This is an optimization exercise on Yosys and OpenROAD, whose aim is small area, a short achievable clock period and few clock cycles per item, not a production implementation. Only simulation tests tie the RTL to the original design; equivalence was not proved.

v15:
Design sparse_top, start of the top module:
module sparse_top #(
  parameter int LANES     = sparse_cfg_pkg::LANES_DEF,
  parameter int DATA_W    = sparse_cfg_pkg::DATA_W_DEF,
  parameter int ACC_W     = sparse_cfg_pkg::ACC_W_DEF,
  parameter int OUT_SHIFT = sparse_cfg_pkg::SHIFT_DEF
) (
  input  logic                    clk,
  input  logic                    rst_n,
  input  logic [LANES*DATA_W-1:0] weights_in,
  input  logic                    weights_valid,
  output logic                    weights_ready,
  input  logic [LANES*DATA_W-1:0] act_packed,
  input  logic [LANES-1:0]        act_mask,
  input  logic                    act_last,
  input  logic                    act_valid,
  output logic                    act_ready,
  output logic [LANES*DATA_W-1:0] out_packed,
  output logic [LANES-1:0]        out_mask,
  output logic                    out_valid,
  input  logic                    out_ready
);
For scale: ~2,800 cells after synthesis, about 110 I/O pins, ~24,000 sq um of cells after synthesis.
clock: 7.0 ns
lec_check: 0
abc_area: 1
cap_margin: 20
core_margin: 2
core_utilization: 50
cts_cluster_diameter: 250
cts_cluster_size: 25
setup_slack_margin: 4
slew_margin: 20
run.sh (not shown) runs the stock make flow with config.mk's settings and CLKGATE_MAP_FILE= SYNTH_SCRIPT=/design/flow/synth_recipe.tcl, a recipe that flattens the netlist after the stock synthesis.
Testbench counts of v15, summed over its fixed seeds: cycles 11,168, groups 2,400.
## Diff of input files: v49 against v15
Settings: setting PLACE_DENSITY to 0.75 for the first time.
--- outcome ---
As far as final cycle utilization of the critical path is concerned, v49 and v15 perform about the same. v49 ended with more final cell utilization of the core than v15. Summary of v49 over v15: detailed-placement wirelength estimate went down by about 4%.
The following lists how v29 was set up differently from v49:
Settings: clearing PLACE_DENSITY, which used to be 0.75; swapping 4 for 3.8 in SETUP_SLACK_MARGIN.
==> summary.txt <==
v29 vs v49, global-route track usage on met1 went up by 4.3 points. v29 reports its cell with the largest stage delay on the worst path as ha_4 while v49 reports dfrtp_4. Of v29 and v49, it is v29 that has the higher ratio of final minimum period to clock period. [compare] base=v49 new=v29: worst hold slack went down by 8.7 ps; wire length of the first global-routing pass now sits higher; die outline height roughly the same; fmax fell by about 5%.

---

run A:
Another version of the RTL of sparse_top (not shown whole).
Size in the first run: ~2800 cells after synthesis, ~25000 µm² of cells after synthesis.
make LEC_CHECK=0 ABC_AREA=1 CAP_MARGIN=20 CORE_MARGIN=2 CORE_UTILIZATION=40 SETUP_SLACK_MARGIN=3.8 SLEW_MARGIN=20 finish   # period 7.0 ns
Run A went all the way through the flow, and no timing, DRC or antenna check failed.
Testbench counts of run A, summed over its fixed seeds: cycles 11,168, groups 2,400.
Changes in run B relative to run A:
Settings: CORE_UTILIZATION now 60, was 40.
--- outcome ---
- Cmp run B vs run A: final core utilization higher in run B
- Taking run A as the reference, in run B met1 demand-to-capacity share in global routing climbed 9.1 points, fraction of standard cell area that is sequential climbed 0.60 points, cell area after layout dropped 1.7%, worst setup slack barely changed.
- The sequential cell area in the final layout of run B and that of run A are within noise of each other.
- Run B gives less pin count of the biggest net entering global routing than run A did.
- Going from run A to run B, the vias after detailed routing was found to have gone up by 248.
[inputs] run C vs run B
Settings: a change of SETUP_SLACK_MARGIN from 3.8 to 4; a change of CORE_UTILIZATION from 60 to 40.
## What came out
Comparing the two runs side by side, run C comes out ahead of run B on final worst-path setup slack.
Sequential share of layout area delta for run C relative to run B: 2.2 points lower
Compared with run B, fmax in run C increased by a few percent.
| cell area | run C vs run B | about 7% higher |
The first-pass iteration count of the detailed router of run C exceeds that of run B by 2.
Diff run B -> run C | total die area | increase of 21000 µm²
Run C vs. run B: minimum clock period after layout went down by 0.12 ns; global-route met1 utilization went down by 8.2 points.
#### Input delta (run D over run C)
Settings: CORE_UTILIZATION: 40 -> 50; TNS_END_PERCENT: unset -> 10; CTS_CLUSTER_SIZE: unset -> 25; CTS_CLUSTER_DIAMETER: unset -> 250.
==> summary.txt <==
- For run C, the most common cell after layout, fill and taps aside was sky130_fd_sc_hd__inv_1, unlike run D, where it was sky130_fd_sc_hd__nand2_1.
- Delta (run D minus run C): non-clock buffer area fraction after layout fell 0.64 points.

---

Setup of beta:
Another version of the RTL of sparse_top (not shown whole).
Size in the first run: roughly 310 flip-flops, roughly 110 I/O pins, ~27000 um2 of cells after synthesis.
Settings: LEC_CHECK=0, ABC_AREA=1, CAP_MARGIN=20, CORE_MARGIN=2, CORE_UTILIZATION=55, CTS_CLUSTER_SIZE=20, SETUP_SLACK_MARGIN=4, SLEW_MARGIN=20; clock period 7.0 ns.
Testbench counts of beta, summed over its fixed seeds: cycles 11,168, groups 2,400.
Here is what was changed in the inputs of alpha compared with beta.
# beta
export LEC_CHECK = 0
export ABC_AREA = 1
export CAP_MARGIN = 20
export CORE_MARGIN = 2
export CORE_UTILIZATION = 55
export CTS_CLUSTER_SIZE = 20
export SETUP_SLACK_MARGIN = 4
export SLEW_MARGIN = 20
create_clock -name core_clock -period 7.0 [get_ports {clk}]
# alpha
export LEC_CHECK = 0
export ABC_AREA = 1
export CAP_MARGIN = 20
export CORE_MARGIN = 2
export CORE_UTILIZATION = 40
export SETUP_SLACK_MARGIN = 4
export SLEW_MARGIN = 20
create_clock -name core_clock -period 7.0 [get_ports {clk}]
Findings:
beta -> alpha: number of clock buffers in the layout increased by a few percent
In alpha, the sequential share of layout area came out 0.42 points below the value in beta.
Wire length of the first global-routing pass: alpha < beta
Of the two values seen for slowest cell on the critical path, sky130_fd_sc_hd__fa_1 was produced by alpha and sky130_fd_sc_hd__edfxtp_1 by beta.
Going from beta to alpha, share of the clock period used by the worst path after layout stayed essentially flat, clock-cell share of area stayed essentially flat, number of antenna violations at the first check in global routing fell by 1.

==> port drivers added, routing unchanged <==
How much do the figures lean on ideal ports? The routed layouts below were timed once more, with nothing changed but the port constraints.
Step 1 (the two cells are an assumption about what drives the block):
set clk [get_ports {clk}]
set_driving_cell -lib_cell sky130_fd_sc_hd__clkbuf_16 $clk
set_driving_cell -lib_cell sky130_fd_sc_hd__buf_2 [delete_from_list [all_inputs] $clk]
Step 2 also shifts input and output timing later by t, the mid clock arrival at the registers, as if the neighbouring blocks saw the same clock.
Three values: ideal ports, drivers, drivers and shift; two values: the first two.
run	t (ns)	setup slack, ns	worst hold slack (ns)	worst setup path at the end
v15	0.599	4.063 / 4.027 / 3.598	0.446 / 0.446 / 0.446	input to register
v49	0.577	4.065 / 4.037 / 3.624	0.438 / 0.438 / 0.438	input to register
v29	0.579	3.919 / 3.924 / 3.370	0.429 / 0.429 / 0.429	input to register
run A	0.619	3.923 / 3.923 / 3.361	0.420 / 0.420 / 0.420	input to register
run B	0.615	3.922 / 3.922 / 3.384	0.426 / 0.426 / 0.426	input to register
run C	0.619	4.038 / 4.012 / 3.577	0.425 / 0.425 / 0.425	input to register
run D	0.583	3.937 / 3.937 / 3.429	0.427 / 0.427 / 0.427	input to register
beta	0.616	3.862 / 3.862 / 3.679	0.426 / 0.426 / 0.426	input to register
alpha	0.627	3.860 / 3.860 / 3.556	0.421 / 0.421 / 0.421	input to register
After both steps every run listed still meets setup and hold. The setup slack of run A, which loses most, moves by 0.000 ns with the drivers and by -0.562 ns with both steps.
